This design comes from an exercise in tuning for small area and a short achievable clock period on the open sky130 flow, not from production work.
Where RTL was checked, it was by simulation tests only, not by an equivalence proof against the original.
The RTL of run 5 was laid out without a check of its function.
The flow treats the clock pin as an ideal source, which a real chip does not have.
No activity file was given, so power comes from the tool's default toggle rates.

==> design/flow/design.v <==
module hq_dh_sequencer #(
  parameter int Q       = 8,
  parameter int N       = 16,
  parameter int HQ_ROWS = 4,
  parameter int HQ_COLS = 32,
  parameter int TIMEOUT = 64
) (
  input  logic                clk,
  input  logic                rst,
  input  logic                wr_en,
  input  logic signed [N-1:0] wr_real,
  input  logic signed [N-1:0] wr_im,
  input  logic                start,
  input  logic                Dh_result_valid,
  output logic                loaded,
  output logic                busy,
  output logic                Dh_en,
  output logic signed [N-1:0] out_real,
  output logic signed [N-1:0] out_im,
  output logic [3:0]          q_idx,
  output logic                done,
  output logic                err
);
  localparam int DEPTH  = HQ_ROWS * HQ_COLS;
  localparam int ADDR_W = $clog2(DEPTH);
  localparam int BURST  = 2 * HQ_ROWS;
  localparam int K_W    = $clog2(BURST);
  localparam int LAST_Q = HQ_COLS / 2 - 1;
  localparam int CNT_W  = $clog2(TIMEOUT);
  localparam int W      = 2 * N;                
  localparam int NFIX   = 2 * BURST;            
  localparam int CLEN   = LAST_Q + 1 - 2;       
  if (((HQ_COLS % 2) != 0) || (HQ_COLS / 2 > 16) || (Q >= N)) begin : g_param_check
    $error("hq_dh_sequencer: unsupported parameter set");
  end
  typedef enum logic [1:0] {
    S_IDLE,
    S_FEED,
    S_WAIT,
    S_DONE
  } state_t;
  state_t              r_state,    w_state_nxt;
  logic [ADDR_W-1:0]   r_wr_ptr,   w_wr_ptr_nxt;
  logic                r_loaded,   w_loaded_nxt;
  logic                r_busy,     w_busy_nxt;
  logic                r_err,      w_err_nxt;
  logic                r_done,     w_done_nxt;
  logic                r_dh_en,    w_dh_en_nxt;
  logic [3:0]          r_q,        w_q_nxt;
  logic [K_W-1:0]      r_k,        w_k_nxt;
  logic [CNT_W-1:0]    r_wait_cnt, w_wait_cnt_nxt;
  logic [W-1:0]        r_out,      w_out_nxt;
  logic                r_valid_d;
  logic                r_wv;
  logic [W-1:0]        r_wd;
  logic [3:0]          r_off,      w_off_nxt;
  logic                r_ra;        
  logic [BURST-1:0]    r_shf;       
  logic [BURST-1:0]    r_sh;        
  logic [1:0]          r_shb;       
  logic                r_rdf;       
  logic                r_rds;       
  logic                r_rda;       
  logic                w_accept;
  logic                w_wr_fire;
  logic                w_rd_en;
  logic                w_go;
  logic [W-1:0]        w_rd_data;
  logic [W-1:0]        b_pos0 [2];
  logic [W-1:0]        b_pos1 [2];
  logic [W-1:0]        head   [BURST];
  assign w_accept  = (r_state == S_WAIT) && Dh_result_valid && !r_valid_d;
  assign w_wr_fire = (r_state == S_IDLE) && !r_loaded && wr_en;
  always_comb begin
    w_state_nxt    = r_state;
    w_wr_ptr_nxt   = r_wr_ptr;
    w_loaded_nxt   = r_loaded;
    w_busy_nxt     = r_busy;
    w_err_nxt      = r_err;
    w_q_nxt        = r_q;
    w_k_nxt        = r_k;
    w_wait_cnt_nxt = (r_state == S_WAIT) ? r_wait_cnt + CNT_W'(1) : '0;
    w_dh_en_nxt    = 1'b0;
    w_done_nxt     = 1'b0;
    case (r_state)
      S_IDLE: begin
        if (start && r_loaded) begin
          w_state_nxt = S_FEED;
          w_err_nxt   = 1'b0;
          w_busy_nxt  = 1'b1;
          w_q_nxt     = '0;
          w_k_nxt     = '0;
          w_dh_en_nxt = 1'b1;
        end else if (w_wr_fire) begin
          if (r_wr_ptr == ADDR_W'(DEPTH - 1)) begin
            w_wr_ptr_nxt = '0;
            w_loaded_nxt = 1'b1;
          end else begin
            w_wr_ptr_nxt = r_wr_ptr + ADDR_W'(1);
          end
        end
      end
      S_FEED: begin
        if (r_k == K_W'(BURST - 1)) begin
          w_state_nxt = S_WAIT;
        end else begin
          w_k_nxt     = r_k + K_W'(1);
          w_dh_en_nxt = 1'b1;
        end
      end
      S_WAIT: begin
        if (w_accept) begin
          if (r_q == 4'(LAST_Q)) begin
            w_state_nxt  = S_DONE;
            w_done_nxt   = 1'b1;
            w_busy_nxt   = 1'b0;
            w_loaded_nxt = 1'b0;
            w_wr_ptr_nxt = '0;
          end else begin
            w_state_nxt = S_FEED;
            w_q_nxt     = r_q + 4'd1;
            w_k_nxt     = '0;
            w_dh_en_nxt = 1'b1;
          end
        end else if (r_wait_cnt == CNT_W'(TIMEOUT - 1)) begin
          w_state_nxt = S_IDLE;
          w_err_nxt   = 1'b1;
          w_busy_nxt  = 1'b0;
        end
      end
      S_DONE: begin
        w_state_nxt = S_IDLE;
      end
      default: begin
        w_state_nxt = S_IDLE;
      end
    endcase
  end
  typedef enum logic [3:0] {
    R_HEAD0 = 4'd0,    
    R_B0P0  = 4'd8,
    R_B0P1  = 4'd9,
    R_B1P0  = 4'd10,
    R_B1P1  = 4'd11
  } rsel_t;
  rsel_t r_rsel, w_rsel_nxt;
  rsel_t w_rsel_go, w_rsel_stay;
  assign w_go = (r_state == S_IDLE) ? start : w_accept;
  always_comb begin
    case (r_state)
      S_IDLE:  w_rsel_go = r_loaded ? R_B0P1 : R_B0P0;
      S_WAIT:  w_rsel_go = (r_q == 4'd0) ? R_B1P1 :
                           (r_q == 4'(LAST_Q)) ? R_B0P0 : rsel_t'(R_HEAD0 + 4'd1);
      default: w_rsel_go = w_rsel_stay;
    endcase
  end
  always_comb begin
    case (r_state)
      S_FEED:  w_rsel_stay = (r_k != K_W'(BURST - 1)) ?
                             ((r_q == 4'd0) ? R_B0P1 :
                              (r_q == 4'd1) ? R_B1P1 : rsel_t'({1'b0, r_k + K_W'(2)})) :
                             ((r_q == 4'd0) ? R_B1P0 : R_HEAD0);
      S_WAIT:  w_rsel_stay = (r_wait_cnt == CNT_W'(TIMEOUT - 1)) ? R_B0P0 :
                             (r_q == 4'd0) ? R_B1P0 : R_HEAD0;
      default: w_rsel_stay = R_B0P0;
    endcase
  end
  assign w_rsel_nxt = w_go ? w_rsel_go : w_rsel_stay;
  always_comb begin
    case (r_rsel)
      R_B0P0:  w_rd_data = b_pos0[0];
      R_B0P1:  w_rd_data = b_pos1[0];
      R_B1P0:  w_rd_data = b_pos0[1];
      R_B1P1:  w_rd_data = b_pos1[1];
      default: w_rd_data = head[r_rsel[K_W-1:0]];
    endcase
  end
  assign w_rd_en = r_rdf || (r_rds && start) || (r_rda && Dh_result_valid && !r_valid_d);
  assign w_out_nxt = w_rd_en ? w_rd_data : r_out;
  assign w_off_nxt = (r_ra || r_shf[BURST-1]) ?
                     ((r_off == 4'(CLEN - 1)) ? 4'd0 : r_off + 4'd1) : r_off;
  always_ff @(posedge clk) begin
    if (rst) begin
      r_state    <= S_IDLE;
      r_wr_ptr   <= '0;
      r_loaded   <= 1'b0;
      r_busy     <= 1'b0;
      r_err      <= 1'b0;
      r_done     <= 1'b0;
      r_dh_en    <= 1'b0;
      r_q        <= '0;
      r_k        <= '0;
      r_wait_cnt <= '0;
      r_out      <= '0;
      r_valid_d  <= 1'b0;
      r_wv       <= 1'b0;
      r_off      <= '0;
      r_ra       <= 1'b0;
      r_shf      <= '0;
      r_sh       <= '0;
      r_shb      <= '0;
      r_rsel     <= R_B0P0;
      r_rdf      <= 1'b0;
      r_rds      <= 1'b0;
      r_rda      <= 1'b0;
    end else begin
      r_state    <= w_state_nxt;
      r_wr_ptr   <= w_wr_ptr_nxt;
      r_loaded   <= w_loaded_nxt;
      r_busy     <= w_busy_nxt;
      r_err      <= w_err_nxt;
      r_done     <= w_done_nxt;
      r_dh_en    <= w_dh_en_nxt;
      r_q        <= w_q_nxt;
      r_k        <= w_k_nxt;
      r_wait_cnt <= w_wait_cnt_nxt;
      r_out      <= w_out_nxt;
      r_valid_d  <= Dh_result_valid;
      r_wv       <= w_wr_fire;
      r_rsel     <= w_rsel_nxt;
      r_rdf      <= (w_state_nxt == S_FEED) && (w_k_nxt != K_W'(BURST - 1));
      r_rds      <= (w_state_nxt == S_IDLE) && w_loaded_nxt;
      r_rda      <= (w_state_nxt == S_WAIT) && (w_q_nxt != 4'(LAST_Q));
      r_off      <= w_off_nxt;
      r_ra       <= (w_off_nxt != 4'd0) && (!r_busy || (r_q < 4'd2));
      for (int k = 0; k < BURST; k++) begin
        r_shf[k] <= (r_state == S_FEED) && (r_q >= 4'd2) && (r_k == K_W'(k));
        r_sh[k]  <= (w_wr_fire && (r_wr_ptr >= ADDR_W'(NFIX)) && (r_wr_ptr[K_W-1:0] == K_W'(k))) ||
                    ((w_off_nxt != 4'd0) && (!r_busy || (r_q < 4'd2))) ||
                    ((r_state == S_FEED) && (r_q >= 4'd2) && (r_k == K_W'(k)));
      end
      for (int b = 0; b < 2; b++) begin
        r_shb[b] <= (w_wr_fire && (r_wr_ptr < ADDR_W'(NFIX)) && (r_wr_ptr[K_W] == 1'(b))) ||
                    ((w_state_nxt == S_FEED) && (w_q_nxt == 4'(b)));
      end
    end
  end
  always_ff @(posedge clk) begin
    r_wd <= {wr_real, wr_im};
  end
  for (genvar b = 0; b < 2; b++) begin : g_burst
    logic [BURST*W-1:0] r_ch;
    always_ff @(posedge clk) begin
      if (r_shb[b])
        r_ch <= {r_wv ? r_wd : r_ch[W-1:0], r_ch[BURST*W-1:W]};
    end
    assign b_pos0[b] = r_ch[W-1:0];
    assign b_pos1[b] = r_ch[2*W-1:W];
  end
  for (genvar k = 0; k < BURST; k++) begin : g_chain
    logic [CLEN*W-1:0] r_ch;
    always_ff @(posedge clk) begin
      if (r_sh[k])
        r_ch <= {r_wv ? r_wd : r_ch[W-1:0], r_ch[CLEN*W-1:W]};
    end
    assign head[k] = r_ch[W-1:0];
  end
  assign loaded   = r_loaded;
  assign busy     = r_busy;
  assign Dh_en    = r_dh_en;
  assign out_real = r_out[W-1:N];
  assign out_im   = r_out[N-1:0];
  assign q_idx    = r_q;
  assign done     = r_done;
  assign err      = r_err;
endmodule
==> design/flow/run.sh <==
#!/bin/bash
# synth_recipe.tcl (not shown) runs the flow's synth.tcl, then flattens the netlist and writes it again
# the make line also repeats each setting of config.mk as NAME=value (left out here)
make -C /OpenROAD-flow-scripts/flow DESIGN_CONFIG=/design/flow/config.mk WORK_HOME=/design/flow/orfs CLKGATE_MAP_FILE= SYNTH_SCRIPT=/design/flow/synth_recipe.tcl finish
==> design/flow/config.mk <==
export PLATFORM = sky130hd
export DESIGN_NAME = hq_dh_sequencer
export DESIGN_NICKNAME = hq_dh_sequencer
export VERILOG_FILES = /design/flow/design.v
export SDC_FILE = /design/flow/constraint.sdc
export NUM_CORES = 4
export LEC_CHECK = 0
export CAP_MARGIN = 20
export CORE_MARGIN = 2
export CORE_UTILIZATION = 70
export CTS_CLUSTER_DIAMETER = 60
export CTS_CLUSTER_SIZE = 24
export SETUP_SLACK_MARGIN = 3.6
export SLEW_MARGIN = 20
==> design/flow/constraint.sdc <==
create_clock -name core_clock -period 6.0 [get_ports {clk}]
set_input_delay 1.2000 -clock core_clock [delete_from_list [all_inputs] [get_ports {clk}]]
set_output_delay 1.2000 -clock core_clock [all_outputs]
set_load 0.01 [all_outputs]
==> results.cfg, run 1 <==
[clocking]
numCtsBuffers = 206
htree_num_levels = 4
ctsRootBufferMaster = clkbuf_16
clock_latency_ns = 0.86
cts_hold_buffers = 0
clkTransAtPathRegs_ns = 0.09
cts_tree = yes
clockBufferDepth = 3
clock_sinks = 4212

[logic_synthesis]
synth_edf_count = 4096
synth_top_cell_by_area = edfxtp_1
ys_seq_elements = 4212
synthFlopType = edfxtp_1
yosys.area_share.simple_pct = 0.952
synth_mux_area_share_pct = 0.718
syn_nets = 5737
synth_top_family_by_area = compound AO/OA/AOI/OAI gates
syn-cell-area_um2 = 133000
synth_adder_area_share_pct = 0.178
yosysWarningCount = 4
yosysSeqAreaShare_pct = 93.9
synth-compound-area-share_pct = 2.84
yosysTopAreaCellShare_pct = 92.2
syn_area_per_cell_um2 = 23.5
synthXorXnorAreaFrac_pct = 0.0525
synth_area_leaders = edfxtp_1, dfxtp_1, o21ai_0, inv_1, mux4_2
yosysUniqueCellTypes = 73
synthArstFlopShare_pct = 0
netlist_instances = 5681

[sta]
fin_tns_setup_ns = 0
drv_slew = 0
final_hold_viol_count = 0
grt_setup_unrepaired = true
fin_worst_skew_ns = 0.0273
setup_violations = 0
max_clock_freq_mhz = 382
hold_ws_ns = 0.404
worst_pin_slew_ns = 1.24
min_period_ns = 2.62
fin_ws_ns = 3.38
max_slew_margin_pct = 17.5
period_share_pct = 43.6

[global_route]
overflow = 0
grt_max_degree = 170
grt_pass1_wl_um = 311000
grt_use_total_pct = 22.1
grt_pass1_vias = 47700
antenna_found_initial = 20

[critical_path]
cp.required_ns = 4.80
rr_startpoint = r_state[0]
timing.rr.end = r_shb[1]
worstSetupEndpointType = primary output
r2r_slack_ns = 3.68
crit_type = flop to primary output
crit_buf_inv = 1
cp_slowest_stage_delay_ns = 0.44
path_cells = buf_6
crit_arrival_ns = 1.42
r2r_cells = 7
path_delay_family = flip-flops
slowest_stage = dfxtp_4
path_max_fanout = 2
worstSetupStartpointType = flop

[min_path]
holdPathEnd = g_chain[3].r_ch[298]
hold_start = g_chain[3].r_ch[330]
whs_path_depth = 0
holdCritPathClass = flop to flop

[pwr]
intPower_uw = 44200
power_leakage_uw = 0.0464
power_density_nw_per_um2 = 387
p_seq_share_pct = 67.2
p_sw_share_pct = 21.1
clkPwrFrac_pct = 27.8
switching_power_uw = 11800
pwr-share-comb_pct = 5.0
irDropWorstVdd_mv = 0.317

[placement]
dp_cells = 8210
portBuffers = 77
dp_hpwl_um = 118000
pre_cts_ws_ns = 1.89
place.gp.congestion = 0.780
place_area_um2 = 138000

[routing]
dr.pass1.iters = 7
drcViolationCount = 0
drtAntennaViolNets = 0
vias = 50700
avgViaCountPerCell = 5.91
drt-initial-drc-count = 6525
wirelength_um = 214000
wl_per_cell_um = 25.0

[cells_and_area]
nets = 6000
fin_cells = 8590
nFillCells = 9954
fin_area_um2 = 145000
area.growth.synth_to_final_pct = 8.53
multiInputGateArea_um2 = 6430
register_area_um2 = 125000
drive_above_1_share_pct = 9.01

[floorplanning]
dieArea_um2 = 194000
fp.dieW_um = 441
placementRows = 160
fp.dieH_um = 441
io_pins = 78
coreArea_um2 = 190000
start_util_pct = 70.3

[job]
cap_violations = 0

[outcome]
status = no timing/DRC/antenna violations
[worst max-delay path by stage]
stage	cells past startpoint	startpoint	slack (ns)	to
floorplan	0	r_sh[0]	2.24	g_chain[0].r_ch[0]
detailed placement	7	Dh_result_valid	1.89	r_out[0]
global route	1	r_out[12]	3.34	out_im[12]
finish	1	r_out[9]	3.38	out_im[9]
CTS	1	r_out[12]	3.30	out_im[12]
global placement	7	Dh_result_valid	1.90	r_out[5]
[layout make-up]
class / instances / share of cell area (%)
diodes: 5 / 0.00864
clock buffers: 270 / 3.93
clock inverters: 68 / 0.486
inverters: 336 / 0.874
multi-input cells: 1015 / 4.44
flip-flops and latches: 4212 / 86.7
well taps: 2511 / 2.17
repair buffers: 173 / 1.43
[logic make-up (layout without fill, tap and decap cells)]
kind of cell    after synthesis  count (layout)
flops                      4212            4212
compound gates              651             652
buf+inv                     455             847
simple gates                277             277
mux                          59              59
fa+ha+maj                    19              19
xor+xnor                      8               8
other cells                   0               5
[power groups by stage]
| stage | sequential, uW | combinational [uW] | clock (uW) |
|---|---|---|---|
| 2_1_floorplan | 39100 | 493 | 0 |
| 3_3_place_gp | 38100 | 2640 | 0 |
| 3_5_place_dp | 38300 | 2770 | 0 |
| 4_1_cts | 37700 | 2830 | 16000 |
| 5_1_grt | 37900 | 3110 | 16900 |
| 6_report | 37600 | 2810 | 15600 |
[worst reg2reg max path: stages, from the launching register on]
cell and delay, ns:
dfxtp_4 0.40, inv_2 0.11, ha_4 0.26, or2_2 0.35, a32oi_1 0.20, o311ai_1 0.21
or4_4 0.53, o22ai_1 0.18
[Yosys cell counts, types with 5 or more instances]
master     count
edfxtp_1    4096
o21ai_0      413
inv_1        336
nand2_1      123
dfxtp_1      116
a21oi_1       85
clkbuf_1      80
nor2_1        65
mux4_2        29
buf_2         27
a22oi_1       26
mux2i_1       26
ha_1          19
o22ai_1       16
nand3_1       14
a221o_1       13
a32o_1        12
nor3_1        12
o211a_1       11
or3_1         11
a211oi_1      10
a221oi_1       8
and3_1         8
o211ai_1       8
nand2b_1       7
and2_1         6
nor2b_1        6
o2111ai_1      5
xnor2_1        5
[registers in the layout, indices dropped and copies added, names as in the netlist, 2 cells and up]
| name | flops |
|---|---|
| g_chain.r_ch | 3584 |
| g_burst.r_ch | 512 |
| r_out | 32 |
| r_wd | 32 |
| r_sh | 8 |
| r_wr_ptr | 7 |
| r_wait_cnt | 6 |
| r_off | 4 |
| r_q | 4 |
| r_rsel | 4 |
| r_k | 3 |
| r_shb | 2 |
| r_state | 2 |
[what timing repair did]
item | 4_1_cts | 5_1_grt
pin swaps | 2 | 1
setup buffers | 23 | 11
resized for setup | 317 | 19
cloned | 1 | 1
endpoints found under the setup margin | 185 | 287
[per-stage QoR]
step | utilization [%] | total power, uW
global placement | 72.5 | 40700
floorplan | - | 39600
finish | 76.3 | 56000
CTS | 76.2 | 56600
global route | 76.3 | 57900
detailed placement | 72.5 | 41000
[cells in the final DEF, fill, tap and decap left out, types with 10 or more instances in the layout]
cell type and n:
edfxtp_1 4096, o21ai_0 411, inv_1 334, clkbuf_16 219, nand2_1 120, a21oi_1 84, nor2_1 62, dfxtp_1 59
buf_6 51, clkbuf_1 48, buf_4 47, dfxtp_4 43, clkdlybuf4s50_1 33, buf_12 33, mux4_2 29, a22oi_1 26
mux2i_1 26, clkinv_2 17, o22ai_1 16, ha_1 16, dfxtp_2 14, nand3_1 13, nor3_1 12, a32o_1 12
a221o_1 12, inv_6 12, or3_1 11, o211a_1 11, a211oi_1 10, bufinv_16 10, clkinv_1 10
[metal layers]
metal / global-route usage, % / wire (um)
met1: 39.3 / 105000
met2: 29.7 / 90800
met3: 3.19 / 14200
met4: 5.30 / 4450
met5: 0 / 13
==> run 2, diff against run 1 <==
==> design/flow/flow/run.sh (new file) <==
#!/bin/bash
# The standard layout, with the port buffers made from plain buffers
# (buffer_ports otherwise picks a slow delay cell). Everything else,
# synthesis included, is the standard flow.
set -euo pipefail
bash standard.sh "BUFFER_PORTS_ARGS=-buffer_cell sky130_fd_sc_hd__buf_4" finish > standard_flow.log 2>&1
==> design/flow/standard.sh (new file) <==
#!/bin/bash
# synth_recipe.tcl (not shown) runs the flow's synth.tcl, then flattens the netlist and writes it again
# the make line also repeats each setting of config.mk as NAME=value (left out here)
make -C /OpenROAD-flow-scripts/flow DESIGN_CONFIG=/design/flow/config.mk WORK_HOME=/design/flow/orfs CLKGATE_MAP_FILE= SYNTH_SCRIPT=/design/flow/synth_recipe.tcl "${@:-finish}"
removed: design/flow/run.sh
==> run 2 against run 1 <==
Synthesized cell count unchanged. Combinational power decreased by 2%. Critical path depth unchanged. Critical path type unchanged. Critical endpoint is now out_real[4]. Highest routed layer is now met4.
==> results.cfg, run 2 <==
[outcome]
status = no timing/DRC/antenna violations

[logic_synthesis]
syn-cell-area_um2 = 133000
ys_seq_elements = 4212
synth_area_leaders = edfxtp_1, dfxtp_1, o21ai_0, inv_1, mux4_2
yosysMostFrequentCell = edfxtp_1
synthArstFlopShare_pct = 0
yosys-top-cells-count = edfxtp_1, o21ai_0, inv_1
yosysSeqAreaShare_pct = 93.9
yosysUniqueCellTypes = 73
syn_nets = 5737
yosysWarningCount = 4
synth_edf_count = 4096
synthFlopType = edfxtp_1
netlist_instances = 5681
synth_top_cell_by_area = edfxtp_1
yosysTopAreaCellShare_pct = 92.2
syn_area_per_cell_um2 = 23.5

[global_route]
use_met1_pct = 39.7
grt_pass1_wl_um = 317000
busiest_layer = met1
grt_use_total_pct = 22.6
grt_max_degree = 168
overflow = 0
gr-usage-met2_pct = 30.4
grt_pass1_vias = 48200
antenna_found_initial = 6
grtUsageMet3_pct = 3.30

[clocking]
clockBufferDepth = 3
numCtsBuffers = 209
clock_sinks = 4212
cts_tree = yes
clkTransAtPathRegs_ns = 0.09
htree_num_levels = 4
clock_latency_ns = 0.88
ctsRootBufferMaster = clkbuf_16
cts_hold_buffers = 0

[routing]
avgViaCountPerCell = 5.93
drt-initial-drc-count = 6872
vias = 50900
drcViolationCount = 0
dr.pass1.iters = 9
wirelength_um = 219000
drtAntennaViolNets = 0
wl_per_cell_um = 25.5

[floorplanning]
coreArea_um2 = 190000
fp.dieW_um = 441
dieArea_um2 = 194000
fp.dieH_um = 441
io_pins = 78
start_util_pct = 70.3
placementRows = 160

[critical_path]
path_cells = buf_6
path_delay_family = flip-flops
crit_type = flop to primary output
worstSetupEndpointType = primary output
cp.required_ns = 4.80
crit_arrival_ns = 1.43
crit_buf_inv = 1
worstSetupStartpointType = flop
cp_slowest_stage_delay_ns = 0.44
slowest_stage = dfxtp_4
path_max_fanout = 2

[cells_and_area]
area.growth.synth_to_final_pct = 8.58
regMostFlops = g_chain.r_ch
drive_above_1_share_pct = 9.70
top_regs = g_chain.r_ch x3584, g_burst.r_ch x512
final_common_cell = edfxtp_1
nets = 5990
largest_reg_flops = 3584
layout_common_cells = edfxtp_1, o21ai_0, inv_1, clkbuf_16, nand2_1

[sta]
setup_violations = 0
grt_setup_unrepaired = true
fin_worst_skew_ns = 0.0334
drv_slew = 0
max_slew_margin_pct = 8.51
min_period_ns = 2.63
fin_tns_setup_ns = 0
final_hold_viol_count = 0
period_share_pct = 43.8
worst_pin_slew_ns = 1.37
max_clock_freq_mhz = 380
hold_ws_ns = 0.403

[min_path]
holdCritPathClass = flop to flop

[job]
cap_violations = 0

[pwr]
power_density_nw_per_um2 = 389
power_leakage_uw = 0.0465
irDropWorstVdd_mv = 0.375
p_total_uw = 56300

[placement]
dp_hpwl_um = 119000
place.gp.congestion = 0.817
portBuffers = 77
[run 2: power by group]
group	total [uW]	switching (uW)	internal, uW
Combinational	2750	2290	466
Sequential	37700	1200	36500
Clock	15900	8490	7400
[run 2: metal layers]
layer	share of wire, %	routed length [um]
met1	48	106000
met3	6.8	15000
met4	2.2	4870
met2	42	92800
met5	0	0
[run 2: metrics by stage]
| stage | worst slack, ns | cells | cell area, um^2 | util (%) |
|---|---|---|---|---|
| floorplan | 2.24 | 5681 | 133000 | - |
| global placement | 2.13 | 8203 | 137000 | 72.4 |
| detailed placement | 2.12 | 8204 | 137000 | 72.4 |
| CTS | 3.29 | 8575 | 145000 | 76.2 |
| global route | 3.32 | 8584 | 145000 | 76.3 |
| finish | 3.37 | 8588 | 145000 | 76.3 |
[run 2: final cells by class]
| class | instances | area [um^2] |
|---|---|---|
| multi-input cells | 1016 | 6470 |
| clock inverters | 78 | 903 |
| fillers | 9937 | 44900 |
| clock buffers | 272 | 5700 |
| well taps | 2511 | 3140 |
| flip-flops and latches | 4212 | 125000 |
| inverters | 336 | 1260 |
| diodes | 4 | 10.0 |
| repair buffers | 159 | 1910 |
[run 2: cell families after synthesis]
group                    after synthesis  synth area share (%)
multiplexers                          59                 0.718
AO/OA/AOI/OAI                        651                  2.84
buffers and inverters                455                  1.35
AND/OR/NAND/NOR                      277                 0.952
XOR/XNOR                               8                0.0525
adder cells (fa/ha/maj)               19                 0.178
flip-flops                          4212                  93.9
[run 2: worst paths after layout]
path | start | to | slack, ns | depth (start not counted)
worst min-delay path | g_chain[5].r_ch[167] | g_chain[5].r_ch[135] | 0.40 | 0
worst max register to register | r_state[0] | r_shb[0] | 3.51 | 7
worst min register to register | g_chain[5].r_ch[167] | g_chain[5].r_ch[135] | 0.40 | 0
worst max-delay path | r_out[20] | out_real[4] | 3.37 | 1
[run 2: what timing repair did]
item	CTS	global route
setup buffers	19	6
gates cloned	2	3
setup endpoints to repair	382	351
pin swaps	2	1
gates resized for setup	138	17
==> run 3, diff against run 2 <==
==> design/flow/flow/run.sh (replaced) <==
#!/bin/bash
# The standard layout, with one pin-placement constraint sourced just before
# place_pins (flow/io.tcl): the output ports are kept together on the bottom edge.
# Synthesis and every other step are the standard flow's.
set -euo pipefail
here=$(pwd)
bash standard.sh "PRE_IO_PLACEMENT_TCL=$here/flow/io.tcl" finish > standard_flow.log 2>&1
==> design/flow/flow/io.tcl (new file) <==
# Keep the output ports together on one edge, so the output registers and the
# read mux that feeds them can sit in one place next to their pins.
set outs {}
foreach p [get_ports -quiet {out_real[*] out_im[*] loaded busy Dh_en q_idx[*] done err}] {
  lappend outs [get_full_name $p]
}
set_io_pin_constraint -group -pin_names $outs -region bottom:*
==> run 3 against run 2 <==
Fmax is 1.7% lower. Sequential share of layout area is essentially flat. Hold slack lost 0.0011 ns. Clock power about the same. Count of clock-buffer cells in the layout shrank 5. Die area unchanged. Utilization barely moved. Global-route usage increased by 0.081 points. Critical path depth is the same. Non-clock buffer count is 12 higher. First-iteration DRC count down 3.8%. Critical endpoint is now out_real[6]. Largest cell class unchanged. Highest routed layer unchanged.
==> results.cfg, run 3 <==
[sta]
final_hold_viol_count = 0
min_period_ns = 2.67
grt_setup_unrepaired = true
setup_violations = 0
max_slew_margin_pct = 12.8
period_share_pct = 44.6
max_clock_freq_mhz = 374
worst_pin_slew_ns = 1.31
fin_tns_setup_ns = 0
drv_slew = 0
fin_worst_skew_ns = 0.0365

[cells_and_area]
nets = 6000
register_area_um2 = 126000
fin_area_um2 = 145000
area.growth.synth_to_final_pct = 8.61
top_regs = g_chain.r_ch x3584, g_burst.r_ch x512
multiInputGateArea_um2 = 6450
largest_reg_flops = 3584
fin_cells = 8596
final_common_cell = edfxtp_1
nFillCells = 9836
layout_common_cells = edfxtp_1, o21ai_0, inv_1, clkbuf_16, nand2_1
drive_above_1_share_pct = 9.16
regMostFlops = g_chain.r_ch

[clocking]
clkTransAtPathRegs_ns = 0.11
clock_sinks = 4212
clock_latency_ns = 0.88
clockBufferDepth = 3
numCtsBuffers = 207
cts_tree = yes
ctsRootBufferMaster = clkbuf_16
cts_hold_buffers = 0
htree_num_levels = 4

[critical_path]
crit_type = flop to primary output
cp.required_ns = 4.80
cp_slowest_stage_delay_ns = 0.45
crit_buf_inv = 1
path_max_fanout = 2
worstSetupEndpointType = primary output
crit_arrival_ns = 1.47
path_delay_family = flip-flops
slowest_stage = dfxtp_4
path_cells = buf_6
r2r_slack_ns = 3.57
worstSetupStartpointType = flop

[global_route]
overflow = 0
antenna_found_initial = 15
grt_use_total_pct = 22.7
grt_max_degree = 200
grt_pass1_wl_um = 317000
grt_pass1_vias = 48100

[routing]
vias = 50800
drtAntennaViolNets = 0
wirelength_um = 219000
dr.pass1.iters = 7
drcViolationCount = 0
wl_per_cell_um = 25.5
avgViaCountPerCell = 5.91
drt-initial-drc-count = 6611

[floorplanning]
fp.dieW_um = 441
io_pins = 78
placementRows = 160
fp.dieH_um = 441
coreArea_um2 = 190000
start_util_pct = 70.3
dieArea_um2 = 194000

[logic_synthesis]
syn_area_per_cell_um2 = 23.5
yosysWarningCount = 4
netlist_instances = 5681
syn_nets = 5737
synth_top_cell_by_area = edfxtp_1
synthArstFlopShare_pct = 0
yosysTopAreaCellShare_pct = 92.2
yosysUniqueCellTypes = 73
synth_area_leaders = edfxtp_1, dfxtp_1, o21ai_0, inv_1, mux4_2
yosysSeqAreaShare_pct = 93.9
syn-cell-area_um2 = 133000
synth_edf_count = 4096
yosysMostFrequentCell = edfxtp_1
ys_seq_elements = 4212
synthFlopType = edfxtp_1
yosys-top-cells-count = edfxtp_1, o21ai_0, inv_1

[pwr]
p_total_uw = 56200
power_density_nw_per_um2 = 388
power_leakage_uw = 0.0464
irDropWorstVdd_mv = 0.345

[placement]
portBuffers = 77
place_area_um2 = 138000
dp_cells = 8216
place.gp.congestion = 0.881
dp_hpwl_um = 121000

[job]
cap_violations = 0

[outcome]
status = no timing/DRC/antenna violations

[min_path]
holdCritPathClass = flop to flop
-- run 3: path summary, 6_finish.rpt --
kind                       startpoint  cells after the start                   to
setup / recovery            r_out[22]                      1          out_real[6]
hold reg to reg   g_chain[5].r_ch[79]                      0  g_chain[5].r_ch[47]
hold / removal    g_chain[5].r_ch[79]                      0  g_chain[5].r_ch[47]
setup reg to reg            r_rsel[2]                      7            r_out[27]
-- run 3: metal layers --
metal / vias up / routed length, um / GRT usage [%]
li1: 22600 / - / -
met1: 26300 / 104000 / 38.8
met2: 1573 / 94900 / 31.3
met3: 314 / 12900 / 2.89
met4: 0 / 6990 / 7.20
met5: - / 0 / 0
-- run 3: what timing repair did --
item	4_1_cts	5_1_grt
gates resized for setup	355	25
endpoints found under the setup margin	222	360
pin swaps	1	1
cloned	3	1
setup buffers	15	8
-- run 3: area by class of cell --
cell class                      instances  share of cell area, %
Antenna cell                           12                 0.0207
Multi-Input combinational cell       1015                   4.45
Clock inverter                         71                  0.548
Tap cell                             2511                   2.17
Clock buffer                          267                   3.90
Timing Repair Buffer                  171                   1.42
Inverter                              336                  0.875
Timing Repair inverter                  1                0.00345
Sequential cell                      4212                   86.6
-- run 3: logic make-up (layout without fill, tap and decap cells) --
kind of cell    count (synthesis)  in the layout  synth area share, %
mux                            59             59                0.718
flops                        4212           4212                 93.9
compound gates                651            651                 2.84
fa+ha+maj                      19             19                0.178
xor+xnor                        8              8               0.0525
other cells                     0             12                    0
simple gates                  277            278                0.952
buf+inv                       455            846                 1.35
-- run 3: power breakdown --
| part | internal [uW] | switching [uW] |
|---|---|---|
| registers | 36500 | 1220 |
| clock network | 7250 | 8510 |
| logic | 489 | 2250 |
-- run 3: metrics by stage --
| stage | util, % | worst slack, ns | hold slack, ns |
|---|---|---|---|
| finish | 76.4 | 3.33 | 0.402 |
| global route | 76.3 | 3.29 | 0.411 |
| CTS | 76.2 | 3.28 | 0.405 |
| detailed placement | 72.5 | 2.06 | 0.405 |
| global placement | 72.5 | 2.05 | 0.400 |
| floorplan | - | 2.24 | 0.400 |
-- run 3: worst reg2reg max path: stages, from the launching register on --
cell and delay (ns):
dfxtp_4 0.56, clkinvlp_4 0.31, buf_6 0.27, and3_1 0.27, a221oi_1 0.34, o21ai_1 0.27
o2111ai_1 0.18, a21oi_1 0.09
==> run 4, diff against run 3 <==
==> design/flow/flow/run.sh (replaced) <==
#!/bin/bash
# The standard layout with one change: clock tree synthesis runs without
# dummy loads (the same clock_tree_synthesis arguments as the standard flow
# builds from config.mk, plus -dont_use_dummy_load). Synthesis and every other
# step are the standard flow's. make's full output goes to standard_flow.log.
set -euo pipefail
cts="-sink_clustering_enable -repair_clock_nets -sink_clustering_size 24 -sink_clustering_max_diameter 60 -dont_use_dummy_load"
bash standard.sh "CTS_ARGS=$cts" finish > standard_flow.log 2>&1
removed: design/flow/flow/io.tcl
==> run 4 against run 3 <==
Hold slack worse by 0.0026 ns. Register-to-register slack improved by 0.10 ns. Sequential cell count unchanged. Design area shrank 0.97%. Combinational power rose by 1%. Count of clock-buffer cells in the layout decreased by 61. First-iteration DRC count down 4.6%. Final cell count is 1.6% lower. Die area unchanged. Critical path type unchanged. Highest routed layer unchanged. Total power shrank 3.2%.
==> results.cfg, run 4 <==
[cells_and_area]
nets = 5997
final_common_cell = edfxtp_1
layout_common_cells = edfxtp_1, o21ai_0, inv_1, clkbuf_16, nand2_1
nFillCells = 10100
regMostFlops = g_chain.r_ch
area.growth.synth_to_final_pct = 7.55
drive_above_1_share_pct = 7.91
multiInputGateArea_um2 = 6430
largest_reg_flops = 3584
register_area_um2 = 126000
top_regs = g_chain.r_ch x3584, g_burst.r_ch x512
fin_cells = 8457

[logic_synthesis]
syn_area_per_cell_um2 = 23.5
synthArstFlopShare_pct = 0
synth_area_leaders = edfxtp_1, dfxtp_1, o21ai_0, inv_1, mux4_2
yosysTopAreaCellShare_pct = 92.2
yosysUniqueCellTypes = 73
ys_seq_elements = 4212
synthXorXnorAreaFrac_pct = 0.0525
syn-cell-area_um2 = 133000
synth_top_cell_by_area = edfxtp_1
yosys.area_share.simple_pct = 0.952
yosysSeqAreaShare_pct = 93.9
syn_nets = 5737
synthFlopType = edfxtp_1
yosysWarningCount = 4
synth_adder_area_share_pct = 0.178
synth_top_family_by_area = compound AO/OA/AOI/OAI gates
netlist_instances = 5681
yosys-top-cells-count = edfxtp_1, o21ai_0, inv_1
synth_edf_count = 4096
synth-compound-area-share_pct = 2.84
yosysMostFrequentCell = edfxtp_1
synth_mux_area_share_pct = 0.718

[sta]
max_slew_margin_pct = 13.5
drv_slew = 0
fin_ws_ns = 3.40
max_clock_freq_mhz = 384
fin_worst_skew_ns = 0.0299
grt_setup_unrepaired = true
period_share_pct = 43.4
min_period_ns = 2.60
worst_pin_slew_ns = 1.30
hold_ws_ns = 0.399
fin_tns_setup_ns = 0
final_hold_viol_count = 0
setup_violations = 0

[clocking]
clock_sinks = 4212
clock_latency_ns = 0.85
cts_tree = yes
numCtsBuffers = 206
clkTransAtPathRegs_ns = 0.09

[routing]
wl_per_cell_um = 25.2
dr.pass1.iters = 8
vias = 50500
drt-initial-drc-count = 6309
met1_length_um = 105000
wirelength_um = 213000
drcViolationCount = 0
drtAntennaViolNets = 0
avgViaCountPerCell = 5.97
met3RoutedLength_um = 13500
routed-wl-met2_um = 89500
dr.max_layer_used = met4

[pwr]
pwr-share-comb_pct = 5.1
p_total_uw = 54400
intPower_uw = 43100
p_sw_share_pct = 20.8
power_leakage_uw = 0.0458
power_density_nw_per_um2 = 379
clkPwrFrac_pct = 25.7
switching_power_uw = 11300
p_seq_share_pct = 69.2
irDropWorstVdd_mv = 0.317

[critical_path]
cp.required_ns = 4.80
cp_slowest_stage_delay_ns = 0.43
worstSetupStartpointType = flop
path_cells = buf_6
crit_arrival_ns = 1.40
slowest_stage = dfxtp_4
crit_type = flop to primary output
path_delay_family = flip-flops
crit_buf_inv = 1
path_max_fanout = 2
worstSetupEndpointType = primary output

[placement]
pre_cts_ws_ns = 1.89
portBuffers = 77
dp_cells = 8210
dp_hpwl_um = 118000
place.gp.congestion = 0.780

[global_route]
grt_pass1_wl_um = 309000
grt_max_degree = 170
grt_use_total_pct = 22.0
antenna_found_initial = 18
overflow = 0
grt_pass1_vias = 47500

[floorplanning]
dieArea_um2 = 194000
start_util_pct = 70.3
coreArea_um2 = 190000
placementRows = 160
io_pins = 78
fp.dieH_um = 441
fp.dieW_um = 441

[job]
cap_violations = 0

[outcome]
status = no timing/DRC/antenna violations

[min_path]
holdCritPathClass = flop to flop
## run 4: cell counts after synthesis
No cell type changed its count.
## run 4: routing by layer
| metal | track usage (%) | up-vias |
|---|---|---|
| met2 | 29.5 | 1639 |
| met3 | 3.08 | 294 |
| met1 | 39.3 | 26200 |
| li1 | - | 22400 |
| met4 | 5.27 | 0 |
| met5 | 0 | - |
## run 4: layout make-up
cell class	instances	share of cell area, %
antenna	7	0.0122
clock buffer	206	3.59
inverter	336	0.881
multi-input combinational	1015	4.48
sequential	4212	87.4
tap	2511	2.19
timing repair buffer	170	1.39
## run 4: metrics by stage
stage | instance area, um^2 | utilization (%)
3_5_place_dp | 138000 | 72.5
2_1_floorplan | 133000 | -
4_1_cts | 143000 | 75.5
3_3_place_gp | 138000 | 72.5
5_1_grt | 144000 | 75.6
6_report | 144000 | 75.6
## run 4: what timing repair did
action                     CTS  global route
pin swaps                    1             1
hold buffers                 0             0
resized for setup          319            19
hold endpoints to repair     0             0
setup endpoints to repair  185           274
gates cloned                 1             1
setup buffers               22             9
## run 4: logic make-up (layout without fill, tap and decap cells)
group	after synthesis	count (layout)
compound gates	651	652
xor+xnor	8	8
fa+ha+maj	19	19
buf+inv	455	712
flops	4212	4212
mux	59	59
other cells	0	7
simple gates	277	277
## run 4: path summary, 6_finish.rpt
| check | startpoint | end | slack, ns | depth (start not counted) |
|---|---|---|---|---|
| worst max register to register | r_wv | g_chain[6].r_ch[442] | 3.67 | 3 |
| worst max-delay path | r_out[20] | out_real[4] | 3.40 | 1 |
| worst min register to register | g_chain[6].r_ch[45] | g_chain[6].r_ch[13] | 0.40 | 0 |
| worst min-delay path | g_chain[6].r_ch[45] | g_chain[6].r_ch[13] | 0.40 | 0 |
## run 4: power by group through the flow
stage	sequential [uW]	combinational, uW	clock, uW
floorplan	39100	493	0
global placement	38100	2640	0
detailed placement	38300	2770	0
CTS	37700	2820	14500
global route	37900	3080	15300
finish	37600	2780	14000
==> run 5, diff against run 4 <==
--- a/design/flow/design.v
+++ b/design/flow/design.v
@@ -51,8 +51,7 @@
   logic [CNT_W-1:0]    r_wait_cnt, w_wait_cnt_nxt;
   logic [W-1:0]        r_out,      w_out_nxt;
   logic                r_valid_d;
-  logic                r_wv;
-  logic [W-1:0]        r_wd;
+  logic [W-1:0]        w_wd;        
   logic [3:0]          r_off,      w_off_nxt;
   logic                r_ra;        
   logic [BURST-1:0]    r_shf;       
@@ -193,7 +192,6 @@
       r_wait_cnt <= '0;
       r_out      <= '0;
       r_valid_d  <= 1'b0;
-      r_wv       <= 1'b0;
       r_off      <= '0;
       r_ra       <= 1'b0;
       r_shf      <= '0;
@@ -216,7 +214,6 @@
       r_wait_cnt <= w_wait_cnt_nxt;
       r_out      <= w_out_nxt;
       r_valid_d  <= Dh_result_valid;
-      r_wv       <= w_wr_fire;
       r_rsel     <= w_rsel_nxt;
       r_rdf      <= (w_state_nxt == S_FEED) && (w_k_nxt != K_W'(BURST - 1));
       r_rds      <= (w_state_nxt == S_IDLE) && w_loaded_nxt;
@@ -225,33 +222,33 @@
       r_ra       <= (w_off_nxt != 4'd0) && (!r_busy || (r_q < 4'd2));
       for (int k = 0; k < BURST; k++) begin
         r_shf[k] <= (r_state == S_FEED) && (r_q >= 4'd2) && (r_k == K_W'(k));
-        r_sh[k]  <= (w_wr_fire && (r_wr_ptr >= ADDR_W'(NFIX)) && (r_wr_ptr[K_W-1:0] == K_W'(k))) ||
-                    ((w_off_nxt != 4'd0) && (!r_busy || (r_q < 4'd2))) ||
+        r_sh[k]  <= ((w_off_nxt != 4'd0) && (!r_busy || (r_q < 4'd2))) ||
                     ((r_state == S_FEED) && (r_q >= 4'd2) && (r_k == K_W'(k)));
       end
       for (int b = 0; b < 2; b++) begin
-        r_shb[b] <= (w_wr_fire && (r_wr_ptr < ADDR_W'(NFIX)) && (r_wr_ptr[K_W] == 1'(b))) ||
-                    ((w_state_nxt == S_FEED) && (w_q_nxt == 4'(b)));
+        r_shb[b] <= (w_state_nxt == S_FEED) && (w_q_nxt == 4'(b));
       end
     end
   end
-  always_ff @(posedge clk) begin
-    r_wd <= {wr_real, wr_im};
-  end
+  assign w_wd = {wr_real, wr_im};
   for (genvar b = 0; b < 2; b++) begin : g_burst
     logic [BURST*W-1:0] r_ch;
+    logic               w_load;
+    assign w_load = w_wr_fire && (r_wr_ptr < ADDR_W'(NFIX)) && (r_wr_ptr[K_W] == 1'(b));
     always_ff @(posedge clk) begin
-      if (r_shb[b])
-        r_ch <= {r_wv ? r_wd : r_ch[W-1:0], r_ch[BURST*W-1:W]};
+      if (r_shb[b] || w_load)
+        r_ch <= {w_wr_fire ? w_wd : r_ch[W-1:0], r_ch[BURST*W-1:W]};
     end
     assign b_pos0[b] = r_ch[W-1:0];
     assign b_pos1[b] = r_ch[2*W-1:W];
   end
   for (genvar k = 0; k < BURST; k++) begin : g_chain
     logic [CLEN*W-1:0] r_ch;
+    logic              w_load;
+    assign w_load = w_wr_fire && (r_wr_ptr >= ADDR_W'(NFIX)) && (r_wr_ptr[K_W-1:0] == K_W'(k));
     always_ff @(posedge clk) begin
-      if (r_sh[k])
-        r_ch <= {r_wv ? r_wd : r_ch[W-1:0], r_ch[CLEN*W-1:W]};
+      if (r_sh[k] || w_load)
+        r_ch <= {w_wr_fire ? w_wd : r_ch[W-1:0], r_ch[CLEN*W-1:W]};
     end
     assign head[k] = r_ch[W-1:0];
   end
==> design/flow/run.sh (new file) <==
#!/bin/bash
# synth_recipe.tcl (not shown) runs the flow's synth.tcl, then flattens the netlist and writes it again
# the make line also repeats each setting of config.mk as NAME=value (left out here)
make -C /OpenROAD-flow-scripts/flow DESIGN_CONFIG=/design/flow/config.mk WORK_HOME=/design/flow/orfs CLKGATE_MAP_FILE= SYNTH_SCRIPT=/design/flow/synth_recipe.tcl finish
removed: design/flow/flow/run.sh
removed: design/flow/standard.sh
==> run 5 against run 4 <==
Still clean. Sequential cell count is 33 lower. Register-to-register slack worse by 0.02 ns. Wire length increased by 10%. Synthesized cell count shrank 2.2%. Die area shrank 0.77%. Global-route usage grew 2.5 points. Sequential power down 3%. Utilization rose by 2.4 points. Total power rose by 0.97%. Design area increased by 2.1%. First-iteration DRC count up 4.5%. Critical path depth unchanged. Critical path type unchanged. Largest cell class unchanged. Largest power group unchanged. Highest routed layer is now met5.
==> results.cfg, run 5 <==
[cells_and_area]
largest_reg_flops = 3584
fin_cells = 8619
fin_util_pct = 78.0
layout_common_cells = edfxtp_1, nand2_1, clkbuf_16, buf_4
area.growth.synth_to_final_pct = 10.7
final_common_cell = edfxtp_1
nFillCells = 9368
drive_above_1_share_pct = 13.0
regMostFlops = g_chain.r_ch
top_regs = g_chain.r_ch x3584, g_burst.r_ch x512, r_out x32
nets = 6051

[routing]
wl_per_cell_um = 27.2
vias = 52300
avgViaCountPerCell = 6.07
dr.pass1.iters = 17
wirelength_um = 235000
drtAntennaViolNets = 0
drcViolationCount = 0
drt-initial-drc-count = 6592

[logic_synthesis]
synthFlopType = edfxtp_1
synth_top_cell_by_area = edfxtp_1
synth_edf_count = 4096
yosysSeqAreaShare_pct = 94.2
synthArstFlopShare_pct = 0
syn-cell-area_um2 = 132000
yosysUniqueCellTypes = 76
yosysWarningCount = 4
yosysMostFrequentCell = edfxtp_1
ys_seq_elements = 4179
netlist_instances = 5555
yosys-top-cells-count = edfxtp_1, nand2_1, dfxtp_1
syn_area_per_cell_um2 = 23.8
yosysTopAreaCellShare_pct = 92.9
synth_area_leaders = edfxtp_1, nand2_1, dfxtp_1, mux4_2, a221oi_1
syn_nets = 5612

[sta]
fin_tns_setup_ns = 0
drv_slew = 0
fin_ws_ns = 3.40
max_slew_margin_pct = 43.9
hold_ws_ns = 0.391
max_clock_freq_mhz = 384
worst_pin_slew_ns = 0.840
grt_setup_unrepaired = true
setup_violations = 0
period_share_pct = 43.4
min_period_ns = 2.60
fin_worst_skew_ns = 0.0343
final_hold_viol_count = 0

[pwr]
power_leakage_uw = 0.0477
power_density_nw_per_um2 = 375
irDropWorstVdd_mv = 0.295

[critical_path]
crit_buf_inv = 1
path_depth = 1
worstSetupEndpointType = primary output
cp_slowest_stage_delay_ns = 0.41
cp-endpoint = out_im[5]
crit_type = flop to primary output
r2r_slack_ns = 3.65
path_max_fanout = 2
worstSetupStartpointType = flop
path_delay_family = flip-flops
slowest_stage = dfxtp_4
rr_startpoint = r_state[0]
path_cells = buf_6
r2r_cells = 9
startpoint = r_out[5]
cp.required_ns = 4.80
crit_arrival_ns = 1.40
timing.rr.end = g_chain[0].r_ch[15]

[global_route]
antenna_found_initial = 11
grt_use_total_pct = 24.5
grt_pass1_vias = 49800
grt_pass1_wl_um = 338000
overflow = 0
grt_max_degree = 104

[floorplanning]
fp.dieH_um = 439
dieArea_um2 = 193000
io_pins = 78
fp.dieW_um = 439
coreArea_um2 = 188000
placementRows = 159
start_util_pct = 70.5

[clocking]
cts_tree = yes
clkTransAtPathRegs_ns = 0.09
clock_sinks = 4179
clock_latency_ns = 0.87
clockBufferDepth = 3
ctsRootBufferMaster = clkbuf_16
numCtsBuffers = 206
cts_hold_buffers = 0
htree_num_levels = 4

[placement]
dp_hpwl_um = 117000
portBuffers = 77
place.gp.congestion = 0.804
pre_cts_ws_ns = 1.44
dp_cells = 8145

[min_path]
holdCritPathClass = flop to flop

[job]
cap_violations = 0

[outcome]
status = no timing/DRC/antenna violations
run 5: cell count changes after synthesis, moves of 22 or more:
cell	previous run	this run
a221oi_1	8	63
mux2_2	4	49
o21ai_0	413	43
a22oi_1	26	4
dfxtp_1	116	83
inv_1	336	17
mux2i_1	26	1
nand2_1	123	713
a21oi_1	85	21
run 5: kinds of logic after synthesis:
group           count (synthesis)  synth area share (%)
buf+inv                       127                 0.439
compound gates                278                  1.56
mux                            86                  1.01
fa+ha+maj                      20                 0.189
xor+xnor                        7                0.0463
simple gates                  858                  2.60
flops                        4179                  94.2
run 5: area by class of cell:
cell class | instances | area (um^2) | area share, %
clock buffers | 255 | 5520 | 3.77
repair buffers | 325 | 4460 | 3.04
multi-input cells | 1262 | 7680 | 5.24
diodes | 3 | 7.51 | 0.00512
flip-flops and latches | 4179 | 125000 | 85.2
clock inverters | 80 | 855 | 0.583
well taps | 2495 | 3120 | 2.13
inverters | 20 | 77.6 | 0.0530
run 5: per-stage QoR:
step	area [um^2]	power, uW
6_report	147000	54900
2_1_floorplan	133000	38400
5_1_grt	146000	56700
3_5_place_dp	137000	39400
4_1_cts	146000	55300
3_3_place_gp	137000	39200
run 5: report_power, final:
part / internal (uW) / switching [uW]
Sequential: 35600 / 934
Clock: 7170 / 8480
Combinational: 713 / 1990
run 5: worst min-delay path by stage:
stage,from,endpoint,slack [ns],cells past startpoint
finish,g_chain[5].r_ch[62],g_chain[5].r_ch[30],0.39,0
global route,g_chain[2].r_ch[136],g_chain[2].r_ch[104],0.41,0
CTS,g_chain[2].r_ch[136],g_chain[2].r_ch[104],0.40,0
detailed placement,g_burst[0].r_ch[152],g_burst[0].r_ch[120],0.40,0
global placement,g_chain[0].r_ch[356],g_chain[0].r_ch[324],0.40,0
floorplan,g_burst[0].r_ch[132],g_burst[0].r_ch[100],0.40,0
run 5: repair_timing:
item,4_1_cts,5_1_grt
gates cloned,36,6
buffers inserted,87,7
setup endpoints to repair,4503,1231
pin swaps,16,5
gates resized for setup,397,36
run 5: metal layers:
layer	share of wire [%]	track usage [%]
met3	7.5	3.84
met5	0.023	0
met4	2.6	6.56
met1	45	40.7
met2	45	35.1
==> run 6, diff against run 5 <==
--- a/design/flow/design.v
+++ b/design/flow/design.v
@@ -51,7 +51,8 @@
   logic [CNT_W-1:0]    r_wait_cnt, w_wait_cnt_nxt;
   logic [W-1:0]        r_out,      w_out_nxt;
   logic                r_valid_d;
-  logic [W-1:0]        w_wd;        
+  logic                r_wv;
+  logic [W-1:0]        r_wd;
   logic [3:0]          r_off,      w_off_nxt;
   logic                r_ra;        
   logic [BURST-1:0]    r_shf;       
@@ -192,6 +193,7 @@
       r_wait_cnt <= '0;
       r_out      <= '0;
       r_valid_d  <= 1'b0;
+      r_wv       <= 1'b0;
       r_off      <= '0;
       r_ra       <= 1'b0;
       r_shf      <= '0;
@@ -214,6 +216,7 @@
       r_wait_cnt <= w_wait_cnt_nxt;
       r_out      <= w_out_nxt;
       r_valid_d  <= Dh_result_valid;
+      r_wv       <= w_wr_fire;
       r_rsel     <= w_rsel_nxt;
       r_rdf      <= (w_state_nxt == S_FEED) && (w_k_nxt != K_W'(BURST - 1));
       r_rds      <= (w_state_nxt == S_IDLE) && w_loaded_nxt;
@@ -222,33 +225,33 @@
       r_ra       <= (w_off_nxt != 4'd0) && (!r_busy || (r_q < 4'd2));
       for (int k = 0; k < BURST; k++) begin
         r_shf[k] <= (r_state == S_FEED) && (r_q >= 4'd2) && (r_k == K_W'(k));
-        r_sh[k]  <= ((w_off_nxt != 4'd0) && (!r_busy || (r_q < 4'd2))) ||
+        r_sh[k]  <= (w_wr_fire && (r_wr_ptr >= ADDR_W'(NFIX)) && (r_wr_ptr[K_W-1:0] == K_W'(k))) ||
+                    ((w_off_nxt != 4'd0) && (!r_busy || (r_q < 4'd2))) ||
                     ((r_state == S_FEED) && (r_q >= 4'd2) && (r_k == K_W'(k)));
       end
       for (int b = 0; b < 2; b++) begin
-        r_shb[b] <= (w_state_nxt == S_FEED) && (w_q_nxt == 4'(b));
+        r_shb[b] <= (w_wr_fire && (r_wr_ptr < ADDR_W'(NFIX)) && (r_wr_ptr[K_W] == 1'(b))) ||
+                    ((w_state_nxt == S_FEED) && (w_q_nxt == 4'(b)));
       end
     end
   end
-  assign w_wd = {wr_real, wr_im};
+  always_ff @(posedge clk) begin
+    r_wd <= {wr_real, wr_im};
+  end
   for (genvar b = 0; b < 2; b++) begin : g_burst
     logic [BURST*W-1:0] r_ch;
-    logic               w_load;
-    assign w_load = w_wr_fire && (r_wr_ptr < ADDR_W'(NFIX)) && (r_wr_ptr[K_W] == 1'(b));
     always_ff @(posedge clk) begin
-      if (r_shb[b] || w_load)
-        r_ch <= {w_wr_fire ? w_wd : r_ch[W-1:0], r_ch[BURST*W-1:W]};
+      if (r_shb[b])
+        r_ch <= {r_wv ? r_wd : r_ch[W-1:0], r_ch[BURST*W-1:W]};
     end
     assign b_pos0[b] = r_ch[W-1:0];
     assign b_pos1[b] = r_ch[2*W-1:W];
   end
   for (genvar k = 0; k < BURST; k++) begin : g_chain
     logic [CLEN*W-1:0] r_ch;
-    logic              w_load;
-    assign w_load = w_wr_fire && (r_wr_ptr >= ADDR_W'(NFIX)) && (r_wr_ptr[K_W-1:0] == K_W'(k));
     always_ff @(posedge clk) begin
-      if (r_sh[k] || w_load)
-        r_ch <= {w_wr_fire ? w_wd : r_ch[W-1:0], r_ch[CLEN*W-1:W]};
+      if (r_sh[k])
+        r_ch <= {r_wv ? r_wd : r_ch[W-1:0], r_ch[CLEN*W-1:W]};
     end
     assign head[k] = r_ch[W-1:0];
   end
==> design/flow/flow/run.sh (new file) <==
#!/bin/bash
# The standard layout with one added step: before detailed placement,
# flow/pull_out.tcl moves each out_real/out_im register (with the logic that
# feeds only it, and its port buffer) next to its output pin; detailed
# placement then legalizes as usual. Synthesis, clock tree and every other step
# are the standard flow's. make's full output goes to standard_flow.log.
set -euo pipefail
here=$(pwd)
bash standard.sh "PRE_DETAIL_PLACE_TCL=$here/flow/pull_out.tcl" finish > standard_flow.log 2>&1
==> design/flow/flow/pull_out.tcl (new file) <==
# Pull each out_real/out_im register, the logic that feeds only it, and its
# port buffer to the port's pin before detailed placement legalizes them.
proc po_driver {net} {
  if {$net eq "NULL" || $net eq ""} { return "" }
  foreach it [$net getITerms] {
    if {[$it isOutputSignal]} { return [$it getInst] }
  }
  return ""
}
proc po_sinks {net} {
  set n 0
  foreach it [$net getITerms] { if {[$it isInputSignal]} { incr n } }
  return $n
}
proc po_in_nets {inst} {
  set nets {}
  foreach it [$inst getITerms] {
    if {[$it isInputSignal] && [$it getNet] ne "NULL"} { lappend nets [$it getNet] }
  }
  return $nets
}
proc po_out_net {inst} {
  foreach it [$inst getITerms] { if {[$it isOutputSignal]} { return [$it getNet] } }
  return "NULL"
}
set po_block [ord::get_db_block]
set po_core [$po_block getCoreArea]
set po_row [[lindex [$po_block getRows] 0] getSite]
set po_rowh [$po_row getHeight]
set po_moved 0
foreach bterm [$po_block getBTerms] {
  set name [$bterm getName]
  if {![string match {out_real*} $name] && ![string match {out_im*} $name]} { continue }
  set pbox [[lindex [$bterm getBPins] 0] getBBox]
  set px [expr {([$pbox xMin] + [$pbox xMax]) / 2}]
  set py [expr {([$pbox yMin] + [$pbox yMax]) / 2}]
  set x [expr {max([$po_core xMin], min([$po_core xMax] - 20000, $px))}]
  if {$py <= [$po_core yMin]} {
    set y [$po_core yMin]; set dy $po_rowh
  } elseif {$py >= [$po_core yMax]} {
    set y [expr {[$po_core yMax] - $po_rowh}]; set dy [expr {-$po_rowh}]
  } else {
    set y [expr {max([$po_core yMin], min([$po_core yMax] - $po_rowh, $py))}]; set dy $po_rowh
  }
  set chain {}
  set inst [po_driver [$bterm getNet]]
  # walk back through buffers to the register
  set guard 0
  while {$inst ne "" && ![string match {*df*} [[$inst getMaster] getName]] && $guard < 4} {
    lappend chain $inst
    set inst [po_driver [lindex [po_in_nets $inst] 0]]
    incr guard
  }
  if {$inst eq "" || ![string match {*df*} [[$inst getMaster] getName]]} { continue }
  set ff $inst
  lappend chain $ff
  # logic that feeds only this register's D, two levels deep
  set dnet "NULL"
  foreach it [$ff getITerms] { if {[[$it getMTerm] getName] eq "D"} { set dnet [$it getNet] } }
  set d1 [po_driver $dnet]
  if {$d1 ne "" && [po_sinks $dnet] == 1} {
    lappend chain $d1
    foreach n [po_in_nets $d1] {
      set d2 [po_driver $n]
      if {$d2 ne "" && [po_sinks $n] == 1 && ![string match {*df*} [[$d2 getMaster] getName]]} { lappend chain $d2 }
    }
  }
  set k 0
  foreach c $chain {
    $c setLocation $x [expr {$y + $k * $dy}]
    incr k
    incr po_moved
  }
}
puts "pull_out: moved $po_moved instances next to the output pins"
==> design/flow/standard.sh (new file) <==
#!/bin/bash
# synth_recipe.tcl (not shown) runs the flow's synth.tcl, then flattens the netlist and writes it again
# the make line also repeats each setting of config.mk as NAME=value (left out here)
make -C /OpenROAD-flow-scripts/flow DESIGN_CONFIG=/design/flow/config.mk WORK_HOME=/design/flow/orfs CLKGATE_MAP_FILE= SYNTH_SCRIPT=/design/flow/synth_recipe.tcl "${@:-finish}"
removed: design/flow/run.sh
==> run 6 against run 5 <==
Combinational power is about 10% higher. Critical path type unchanged. Critical endpoint is now out_im[10]. Hold slack better by 0.0093 ns. Die area is 0.78% higher. Count of clock-buffer cells in the layout is 17 higher. Largest cell class unchanged. Design area is 0.67% lower. Wire length is 0.77% lower. Sequential power is 3% higher. Fmax is 0.94% higher.
==> results.cfg, run 6 <==
[logic_synthesis]
yosys-top-cells-count = edfxtp_1, o21ai_0, inv_1
syn_area_per_cell_um2 = 23.5
synthArstFlopShare_pct = 0
synth_area_leaders = edfxtp_1, dfxtp_1, o21ai_0, inv_1, mux4_2
synth_top_cell_by_area = edfxtp_1
syn_nets = 5737
yosysTopAreaCellShare_pct = 92.2
yosysMostFrequentCell = edfxtp_1
ys_seq_elements = 4212
yosysWarningCount = 4
synthFlopType = edfxtp_1
yosysUniqueCellTypes = 73
yosysSeqAreaShare_pct = 93.9
synth_edf_count = 4096
syn-cell-area_um2 = 133000
netlist_instances = 5681

[global_route]
antenna_found_initial = 16
grt_use_total_pct = 24.0
grt_pass1_wl_um = 331000
overflow = 0
grt_pass1_vias = 48600
grt_max_degree = 170

[critical_path]
crit_type = flop to primary output
cp.required_ns = 4.80
crit_buf_inv = 1
slowest_stage = dfxtp_2
worstSetupEndpointType = primary output
path_cells = buf_6
path_max_fanout = 2
crit_arrival_ns = 1.38
cp_slowest_stage_delay_ns = 0.38
worstSetupStartpointType = flop
path_delay_family = flip-flops

[pwr]
intPower_uw = 44500
p_sw_share_pct = 21.4
power_density_nw_per_um2 = 389
pwr-share-comb_pct = 5.3
switching_power_uw = 12100
p_seq_share_pct = 66.5
power_leakage_uw = 0.0467
clkPwrFrac_pct = 28.2
irDropWorstVdd_mv = 0.318

[cells_and_area]
nets = 6028
regMostFlops = g_chain.r_ch
multiInputGateArea_um2 = 6690
largest_reg_flops = 3584
final_common_cell = edfxtp_1
top_regs = g_chain.r_ch x3584, g_burst.r_ch x512
drive_above_1_share_pct = 10.2
nFillCells = 9810
area.growth.synth_to_final_pct = 9.06
layout_common_cells = edfxtp_1, o21ai_0, inv_1, clkbuf_16, nand2_1
register_area_um2 = 125000

[floorplanning]
start_util_pct = 70.3
fp.dieW_um = 441
placementRows = 160
io_pins = 78
fp.dieH_um = 441
coreArea_um2 = 190000
dieArea_um2 = 194000

[clocking]
clkTransAtPathRegs_ns = 0.10
clock_latency_ns = 0.87
numCtsBuffers = 208
clock_sinks = 4212
clockBufferDepth = 3
htree_num_levels = 4
ctsRootBufferMaster = clkbuf_16
cts_tree = yes
cts_hold_buffers = 0

[routing]
drcViolationCount = 0
avgViaCountPerCell = 6.01
drt-initial-drc-count = 7027
dr.pass1.iters = 10
drtAntennaViolNets = 0
wirelength_um = 233000
wl_per_cell_um = 27.0
vias = 51800

[sta]
max_clock_freq_mhz = 388
fin_tns_setup_ns = 0
hold_ws_ns = 0.401
final_hold_viol_count = 0
grt_setup_unrepaired = true
min_period_ns = 2.58
period_share_pct = 43.0
fin_worst_skew_ns = 0.0284
drv_slew = 0
max_slew_margin_pct = 22.7
setup_violations = 0
worst_pin_slew_ns = 1.16

[job]
cap_violations = 0

[placement]
portBuffers = 77
dp_hpwl_um = 130000
place.gp.congestion = 0.780

[min_path]
holdCritPathClass = flop to flop

[outcome]
status = no timing/DRC/antenna violations
run 6: cell types whose count changed in the layout (fill, tap and decap cells not counted), moves of 17 or more:
| cell | previous run | this run |
|---|---|---|
| buf_4 | 130 | 68 |
| a221oi_1 | 56 | 6 |
| inv_1 | 15 | 334 |
| mux2_2 | 49 | 4 |
| nand2_2 | 21 | 1 |
| buf_16 | 37 | 4 |
| nand2_1 | 691 | 121 |
| a21oi_1 | 19 | 73 |
| dfxtp_1 | 37 | 59 |
| a22oi_1 | 4 | 21 |
| o221ai_1 | 20 | 0 |
| o21ai_0 | 43 | 396 |
| dfxtp_2 | 18 | 35 |
| mux2i_1 | 1 | 24 |
run 6: area by class of cell:
type                       count  share of cell area, %
timing repair buffer         198                   1.61
antenna                       11                 0.0189
inverter                     336                  0.869
multi-input combinational   1016                   4.60
clock buffer                 272                   3.96
sequential                  4212                   86.2
clock inverter                74                  0.586
tap                         2511                   2.16
run 6: cell families (layout without fill, tap and decap cells):
group / count (synthesis) / count (layout) / synth area share, %
and+or+nand+nor: 277 / 278 / 0.952
xor gates and xnor gates: 8 / 8 / 0.0525
AOI/OAI and AO/OA: 651 / 652 / 2.84
adders and majority gates: 19 / 19 / 0.178
buffers and inverters: 455 / 880 / 1.35
muxes: 59 / 59 / 0.718
DFF: 4212 / 4212 / 93.9
other: 0 / 11 / 0
run 6: what timing repair did:
action | in CTS | in global routing
pin swaps | 6 | 4
resized for setup | 352 | 30
buffers inserted | 45 | 13
cloned | 4 | 0
endpoints found under the setup margin | 221 | 209
run 6: per-layer routing:
| layer | routed length [um] | vias up | track usage [%] |
|---|---|---|---|
| li1 | - | 22600 | - |
| met1 | 108000 | 26600 | 40.2 |
| met2 | 100000 | 2113 | 33.1 |
| met3 | 16000 | 454 | 3.76 |
| met4 | 8490 | 0 | 8.18 |
| met5 | 0 | - | 0.0248 |
run 6: path summary, 6_finish.rpt:
| path | cells past startpoint | endpoint | from | slack (ns) |
|---|---|---|---|---|
| min reg2reg | 0 | g_chain[0].r_ch[389] | g_chain[0].r_ch[421] | 0.40 |
| max reg2reg | 8 | r_rda | r_q[1] | 3.45 |
| min | 0 | g_chain[0].r_ch[389] | g_chain[0].r_ch[421] | 0.40 |
| max | 1 | out_im[10] | r_out[10] | 3.42 |
run 6: power groups by stage:
stage	Sequential, uW	Combinational (uW)	Clock (uW)
final	37600	2990	16000
after global routing	37900	3250	17300
after detailed placement	38200	2870	0
after global placement	38100	2640	0
after CTS	37700	2960	16400
after floorplan	39100	493	0
run 6: per-stage QoR:
| step | setup WS [ns] | cells | util (%) | total power, uW | area [um^2] |
|---|---|---|---|---|---|
| 3_5_place_dp | 1.41 | 8210 | 72.5 | 41100 | 138000 |
| 4_1_cts | 3.39 | 8605 | 76.5 | 57000 | 145000 |
| 2_1_floorplan | 2.24 | 5681 | - | 39600 | 133000 |
| 3_3_place_gp | 1.90 | 8210 | 72.5 | 40700 | 138000 |
| 6_report | 3.42 | 8630 | 76.7 | 56600 | 146000 |
| 5_1_grt | 3.38 | 8619 | 76.7 | 58400 | 145000 |

re-timing with driven ports:
How much do the figures lean on ideal ports? The routed layouts below were timed once more, with nothing changed but the port constraints. Step 1 (the two cells are an assumption about what drives the block):
set clk [get_ports {clk}]
set_driving_cell -lib_cell sky130_fd_sc_hd__clkbuf_16 $clk
set_driving_cell -lib_cell sky130_fd_sc_hd__buf_2 [delete_from_list [all_inputs] $clk]
Step 2, shift: input delay + t, output delay - t, t = (earliest + latest rising clock arrival at the registers) / 2. This alone moves slack from input paths to output paths. Three values: no drivers, after step 1, after step 2; two values: the first two.
run | t (ns) | setup WS [ns] | hold WS [ns] | worst setup path at the end | worst data-port slew with drivers (ns)
run 1 | 0.934 | 3.381 / 3.300 / 2.791 | 0.404 / 0.404 / 0.404 | input to register | 0.18
run 2 | 0.958 | 3.371 / 3.275 / 2.812 | 0.403 / 0.356 / 0.403 | input to register | 0.11
run 3 | 0.943 | 3.326 / 3.244 / 2.777 | 0.402 / 0.402 / 0.402 | input to register | 0.14
run 4 | 0.922 | 3.399 / 3.316 / 2.779 | 0.399 / 0.399 / 0.399 | input to register | 0.18
run 5 | 0.940 | 3.396 / 3.308 / 2.752 | 0.391 / 0.391 / 0.391 | input to register | 0.09
run 6 | 0.939 | 3.420 / 3.335 / 2.679 | 0.401 / 0.401 / 0.401 | input to register | 0.18
After both steps setup and hold are still met in every run listed. The setup slack of run 6, which loses most, moves by -0.085 ns with the drivers and by -0.741 ns with both steps.
